Source: an optimization exercise on an open RTL-to-GDS flow (aim: small area). Production flows keep margins and buffers that such runs may drop.
In this exercise RTL edits were held to simulation tests only and were not proved equivalent to the original.
Power figures rest on the tool's default switching activity, not on a simulated workload.

--- flow/run.sh ---
#!/bin/bash
# synth_recipe.tcl (not shown) runs the flow's synth.tcl, then flattens the netlist and writes it again
# the make line also repeats each setting of config.mk as NAME=value (left out here)
make -C /OpenROAD-flow-scripts/flow DESIGN_CONFIG=/design/flow/config.mk WORK_HOME=/design/flow/orfs CLKGATE_MAP_FILE= SYNTH_SCRIPT=/design/flow/synth_recipe.tcl finish
--- flow/config.mk ---
export PLATFORM = sky130hd
export DESIGN_NAME = activation_stream_packer
export DESIGN_NICKNAME = activation_stream_packer
export VERILOG_FILES = /design/flow/design.v
export SDC_FILE = /design/flow/constraint.sdc
export NUM_CORES = 4
export LEC_CHECK = 0
export CAP_MARGIN = 20
export CORE_AREA = 10 10 570 570
export DIE_AREA = 0 0 580 580
export SLEW_MARGIN = 20
--- flow/constraint.sdc ---
create_clock -name core_clock -period 5.0 [get_ports {clk}]
set_input_delay 1.0000 -clock core_clock [delete_from_list [all_inputs] [get_ports {clk}]]
set_output_delay 1.0000 -clock core_clock [all_outputs]
set_load 0.01 [all_outputs]
--- flow/design.v ---
package activation_pkg;
    localparam int unsigned DATA_WIDTH  = 8;
    localparam int unsigned MATRIX_SIZE = 196;
    localparam logic [1:0] FUNC_RELU    = 2'b00;
    localparam logic [1:0] FUNC_SIGMOID = 2'b01;
    localparam logic [1:0] FUNC_TANH    = 2'b10;
    localparam logic [1:0] FUNC_SOFTMAX = 2'b11;
    typedef enum logic [1:0] {
        ST_IDLE  = 2'd0,
        ST_FILL  = 2'd1,
        ST_ISSUE = 2'd2
    } packer_state_t;
endpackage
module packer_fsm #(
    parameter int unsigned SLOTS     = 196,
    parameter int unsigned CNT_WIDTH = 8
) (
    input  logic                 clk,
    input  logic                 rst,
    input  logic                 cfg_valid,
    input  logic [31:0]          cfg_size,
    input  logic                 s_valid,
    input  logic                 s_last,
    output logic                 cfg_ready,
    output logic                 s_ready,
    output logic                 cfg_take,
    output logic                 wr_en,
    output logic [CNT_WIDTH-1:0] count,
    output logic                 valid_out,
    output logic                 busy,
    output logic                 err_len,
    output logic                 err_cfg
);
    activation_pkg::packer_state_t state;
    activation_pkg::packer_state_t state_next;
    logic [CNT_WIDTH-1:0] size_q;
    logic                 cfg_ok;
    logic                 cfg_hs;
    logic                 s_hs;
    logic                 at_end;
    assign cfg_ok = (cfg_size != 32'd0) && (cfg_size <= 32'(SLOTS));
    assign cfg_hs = cfg_valid && cfg_ready;
    assign s_hs   = s_valid && s_ready;
    assign at_end = (count == size_q - CNT_WIDTH'(1));
    always_ff @(posedge clk or posedge rst) begin
        if (rst) state <= activation_pkg::ST_IDLE;
        else     state <= state_next;
    end
    always_comb begin
        state_next = state;
        case (state)
            activation_pkg::ST_IDLE:  if (cfg_hs && cfg_ok) state_next = activation_pkg::ST_FILL;
            activation_pkg::ST_FILL:  if (s_hs && (at_end || s_last)) state_next = activation_pkg::ST_ISSUE;
            activation_pkg::ST_ISSUE: state_next = activation_pkg::ST_IDLE;
            default:  state_next = activation_pkg::ST_IDLE;
        endcase
    end
    always_comb begin
        cfg_ready = 1'b0;
        s_ready   = 1'b0;
        valid_out = 1'b0;
        busy      = 1'b0;
        case (state)
            activation_pkg::ST_IDLE:  cfg_ready = !rst;
            activation_pkg::ST_FILL:  begin s_ready = !rst; busy = 1'b1; end
            activation_pkg::ST_ISSUE: begin valid_out = 1'b1; busy = 1'b1; end
            default:  busy = 1'b0;
        endcase
    end
    assign cfg_take = cfg_hs && cfg_ok;
    assign wr_en    = s_hs;
    always_ff @(posedge clk or posedge rst) begin
        if (rst) begin
            count   <= '0;
            size_q  <= '0;
            err_len <= 1'b0;
            err_cfg <= 1'b0;
        end else begin
            if (cfg_take) begin
                count  <= '0;
                size_q <= CNT_WIDTH'(cfg_size);
            end else if (s_hs) begin
                count <= count + CNT_WIDTH'(1);
            end
            if (cfg_hs && !cfg_ok)              err_cfg <= 1'b1;
            if (s_hs && (s_last != at_end))     err_len <= 1'b1;
        end
    end
endmodule
module activation_stream_packer #(
    parameter int unsigned DATA_WIDTH  = activation_pkg::DATA_WIDTH,
    parameter int unsigned MATRIX_SIZE = activation_pkg::MATRIX_SIZE,
    parameter int unsigned CNT_WIDTH   = 8
) (
    input  logic                                clk,
    input  logic                                rst,
    input  logic                                cfg_valid,
    output logic                                cfg_ready,
    input  logic [31:0]                         cfg_size,
    input  logic [1:0]                          cfg_func,
    input  logic                                s_valid,
    output logic                                s_ready,
    input  logic [DATA_WIDTH-1:0]               s_data,
    input  logic                                s_last,
    output logic [MATRIX_SIZE*DATA_WIDTH-1:0]   matrix_out,
    output logic [31:0]                         matrix_size_out,
    output logic [1:0]                          func_sel_out,
    output logic                                valid_out,
    output logic                                busy,
    output logic                                err_len,
    output logic                                err_cfg
);
    logic                 cfg_take;
    logic                 wr_en;
    logic [CNT_WIDTH-1:0] count;
    packer_fsm #(
        .SLOTS     (MATRIX_SIZE),
        .CNT_WIDTH (CNT_WIDTH)
    ) u_fsm (
        .clk       (clk),
        .rst       (rst),
        .cfg_valid (cfg_valid),
        .cfg_size  (cfg_size),
        .s_valid   (s_valid),
        .s_last    (s_last),
        .cfg_ready (cfg_ready),
        .s_ready   (s_ready),
        .cfg_take  (cfg_take),
        .wr_en     (wr_en),
        .count     (count),
        .valid_out (valid_out),
        .busy      (busy),
        .err_len   (err_len),
        .err_cfg   (err_cfg)
    );
    always_ff @(posedge clk or posedge rst) begin
        if (rst) begin
            matrix_out      <= '0;
            matrix_size_out <= '0;
            func_sel_out    <= '0;
        end else if (cfg_take) begin
            matrix_out      <= '0;
            matrix_size_out <= cfg_size;
            func_sel_out    <= cfg_func;
        end else if (wr_en) begin
            for (int unsigned i = 0; i < MATRIX_SIZE; i++) begin
                if (count == CNT_WIDTH'(i)) matrix_out[DATA_WIDTH*i +: DATA_WIDTH] <= s_data;
            end
        end
    end
endmodule
==> results by group <==
Critical path
  – Worst path required time: 4.00 ns
  – R2R Path End: matrix_out[1471]
  – CP max FO: 6
  – FF-to-FF setup slack: 1.73 ns
  – Arr. time, crit path: 2.57 ns
  – R2R cell count: 6
  – Critical R2R Launch: u_fsm.count[7]
  – Worst setup EP type: output port
  – Critical path startpoint category: input pin
  – Critical path launch point: rst
  – CP Class: input pin to output port

Yosys
  – Mapped Area: 0.0681 mm^2
  – Main flop type after synthesis: dfrtp_1
  – Simple-gate portion of the synthesized area: 19.1%
  – Synth Area in XOR/XNOR: 0.206%
  – YS warnings: 2
  – Largest cells by area after synthesis: dfrtp_1, a21oi_1, nand2_1
  – Complex-gate fraction of the synthesized area: 15.5%
  – Commonest cells post-synth: nand2_1, dfrtp_1, a21oi_1, nand3_1, o21ai_0
  – Sequential share of the synthesized area: 59.3%
  – Post-synthesis register bit count: 1,614
  – Ys async rst share: 100%
  – Gate Count Post-Synth: 7,422
  – Adder-Cell Fraction of Synth Area: 0.184%
  – Post-Syn Nets: 7,479
  – Number of synthesized flops with an enable pin: 0
  – Yosys top cell by area: dfrtp_1
  – Mux contribution to synthesized area: 0.487%
  – Mean Syn Cell Area: 9.17 um^2
  – Post-synth cell types: 52
  – Share of the synthesized area in the top cell type: 59.3%
  – Top-count cell post-synth: nand2_1
  – Largest family of logic cells by synthesized area: simple AND/OR/NAND/NOR gates

Min path
  – Hold wc startpoint: u_fsm.err_cfg
  – Worst hold-check path type: flip-flop to flip-flop
  – Hold path depth: 1
  – WHS Endpoint: u_fsm.err_cfg

Routing
  – Via/cell ratio: 4.84
  – Routed wire length: 348,000 um
  – Drt wl/cell: 26.6 um
  – Routed Antenna Nets: 0
  – DRC errors left: 0
  – First drt pass iteration count: 7
  – Via count: 63.5k
  – Drt first-iter violations: 6,696

Placed design
  – Post-placement setup slack: 0.664 ns
  – Gpl congestion: 0.846
  – DP HPWL: 245,000 um
  – Placed Area: 0.0898 mm^2
  – Placed insts: 12.8k
  – Port bufs: 1,654

STA
  – Setup TNS: 0 ns
  – Slew @ Worst Pin: 0.961 ns
  – Slew HR: 36.0%
  – Setup Viol. Count Final: 0
  – Final min period: 3.57 ns
  – Final Max Tran Viols: 0
  – Period Utilization, post-route: 71.4%
  – RSZ-0062 raised after global routing: false
  – WHS: 0.467 ns
  – Final hold vios: 0
  – Worst Clk Skew: 0.0687 ns
  – Fin worst setup slack: 1.43 ns
  – Fmax: 280 MHz

Floorplanning
  – Die ar.: 0.336 mm^2
  – CORE AREA: 0.312 mm^2
  – # IOs: 1,655
  – Starting density of the core: 21.8%
  – Die Span Y: 580 um
  – Die span in x: 580 um
  – Placement row count: 205

Pwr
  – PwrDens: 293 mW/mm^2
  – Tot Pwr: 28.1 mW
  – Leak pwr: 39.0 nW
  – Worst vdd ir: 0.000265 V

Global route
  – Initial antenna violation count: 12
  – GR Layer Usage met1: 23.3%
  – Met2 Resource Use GR: 31.3%
  – Largest net degree at the start of global routing: 132
  – Vias in the first global route: 62.0k
  – GRT busiest layer: met2
  – GR Overflow Total: 0
  – Met3 Use GR: 6.45%
  – Total Routing Usage GR: 19.5%
  – First-pass GRT wire length: 490,000 um

Clock tree
  – Root buffer cell: clkbuf_16
  – Post-CTS sizing: 0
  – Clock Latency Late Sink: 0.87 ns
  – CTS tree: yes
  – Clock slew seen by the registers of the worst setup and hold paths: 0.06 ns
  – Number of H-tree levels: 4
  – Clock Sinks: 1,614
  – # hold bufs at CTS: 0
  – CTS Buf Count: 185
  – Setup Buffers After CTS: 0
  – CTS Buffer Depth: 4

Cells and area
  – Final core utilization: 30.8%
  – Multi-input gate area: 0.0243 mm^2
  – Finished Cell Area: 0.0961 mm^2
  – Layout area overhead: 41.1%
  – Non-filler cells, final: 13.1k
  – Share of layout cells above drive strength 1: 8.41%
  – Total Nets Final: 8,891
  – Fillcell total: 32.6k
  – FF/Latch Area: 0.0404 mm^2

Status
  – Status: timing/DRC/antenna clean

Flow run
  – Max Cap Viol: 0
==> kinds of logic after synthesis <==
kind of cell | count (synthesis)
and+or+nand+nor | 2907
AOI/OAI and AO/OA | 2105
DFF | 1614
buffers and inverters | 737
muxes | 33
xor gates and xnor gates | 16
adders and majority gates | 10
==> layout make-up <==
class / count / area share (%)
clock buffers: 270 / 5.63
flip-flops and latches: 1614 / 42.0
repair buffers: 1951 / 20.6
inverters: 11 / 0.0469
clock inverters: 62 / 0.913
well taps: 4140 / 5.39
diodes: 4 / 0.0104
multi-input cells: 5071 / 25.3
==> power by group <==
group | switching [mW] | internal, mW
clock network | 5.97 | 8.31
logic | 0.660 | 0.129
registers | 0.000000762 | 13.1
total | 6.63 | 21.5
==> critical path: stages <==
cell,delay [ns]
clkdlybuf4s50_1,0.46
buf_4,0.19
nor2b_1,0.26
clkdlybuf4s50_1,0.65
==> registers in the layout, indices dropped and copies added, names as in the netlist <==
name and cells:
func_sel_out 2, matrix_out 1568, matrix_size_out 32, u_fsm.count 8
u_fsm.err_cfg 1, u_fsm.err_len 1, u_fsm.state 2
==> how the worst max path moves through the flow <==
stage                            to  slack (ns)  cells past startpoint
CTS                         s_ready        1.41                      4
global placement    matrix_out[164]        0.69                      9
detailed placement  matrix_out[164]        0.66                      9
floorplan           func_sel_out[0]      -18.37                      1
global route                s_ready        1.37                      4
finish                      s_ready        1.43                      4
==> cell usage in the layout (no fill, tap or decap), types with 6 or more instances in the layout <==
cell type,synthesis,layout
nand2_1,1631,1624
clkbuf_8,0,44
xor2_1,10,10
nor4_1,8,8
buf_4,115,217
mux2i_1,32,32
inv_1,10,9
nor2_4,30,36
buf_12,1,80
buf_8,0,8
clkinv_2,0,27
clkbuf_16,0,186
bufinv_16,0,15
xnor2_1,6,6
nand2_2,62,65
dfrtp_1,1614,1614
nor2_1,81,75
nand2_4,9,11
nand3_1,996,994
clkbuf_1,415,40
o21ai_0,550,550
and2_1,34,25
nor2b_1,6,6
and2_4,1,10
nor2_2,10,10
a21oi_1,1542,1542
clkdlybuf4s50_1,0,1646
ha_1,10,10
==> routing by layer <==
layer / vias up / routed length, um
met4: 0 / 20600
met1: 31935 / 133000
met5: - / 0
met3: 618 / 34400
met2: 2986 / 161000
li1: 27943 / -

==> separate check: timing with driven ports <==
How much do the figures lean on ideal ports? The routed layout below was timed once more, with nothing changed but the port constraints.
Step 1 assumes that a clkbuf_16 drives the clock port and a buf_2 every other input.
Step 2 also shifts input and output timing later by t, the mid clock arrival at the registers, as if the neighbouring blocks saw the same clock.
Three values: no drivers, after step 1, after step 2; two values: the first two.
t (ns): 0.912
slack for setup (ns): 1.432 / 1.379 / 0.740
worst register clock-pin slew, ns: 0.07 / 0.07
After both steps this run still meets setup and hold. The setup slack of this run moves by -0.053 ns with the drivers and by -0.692 ns with both steps.
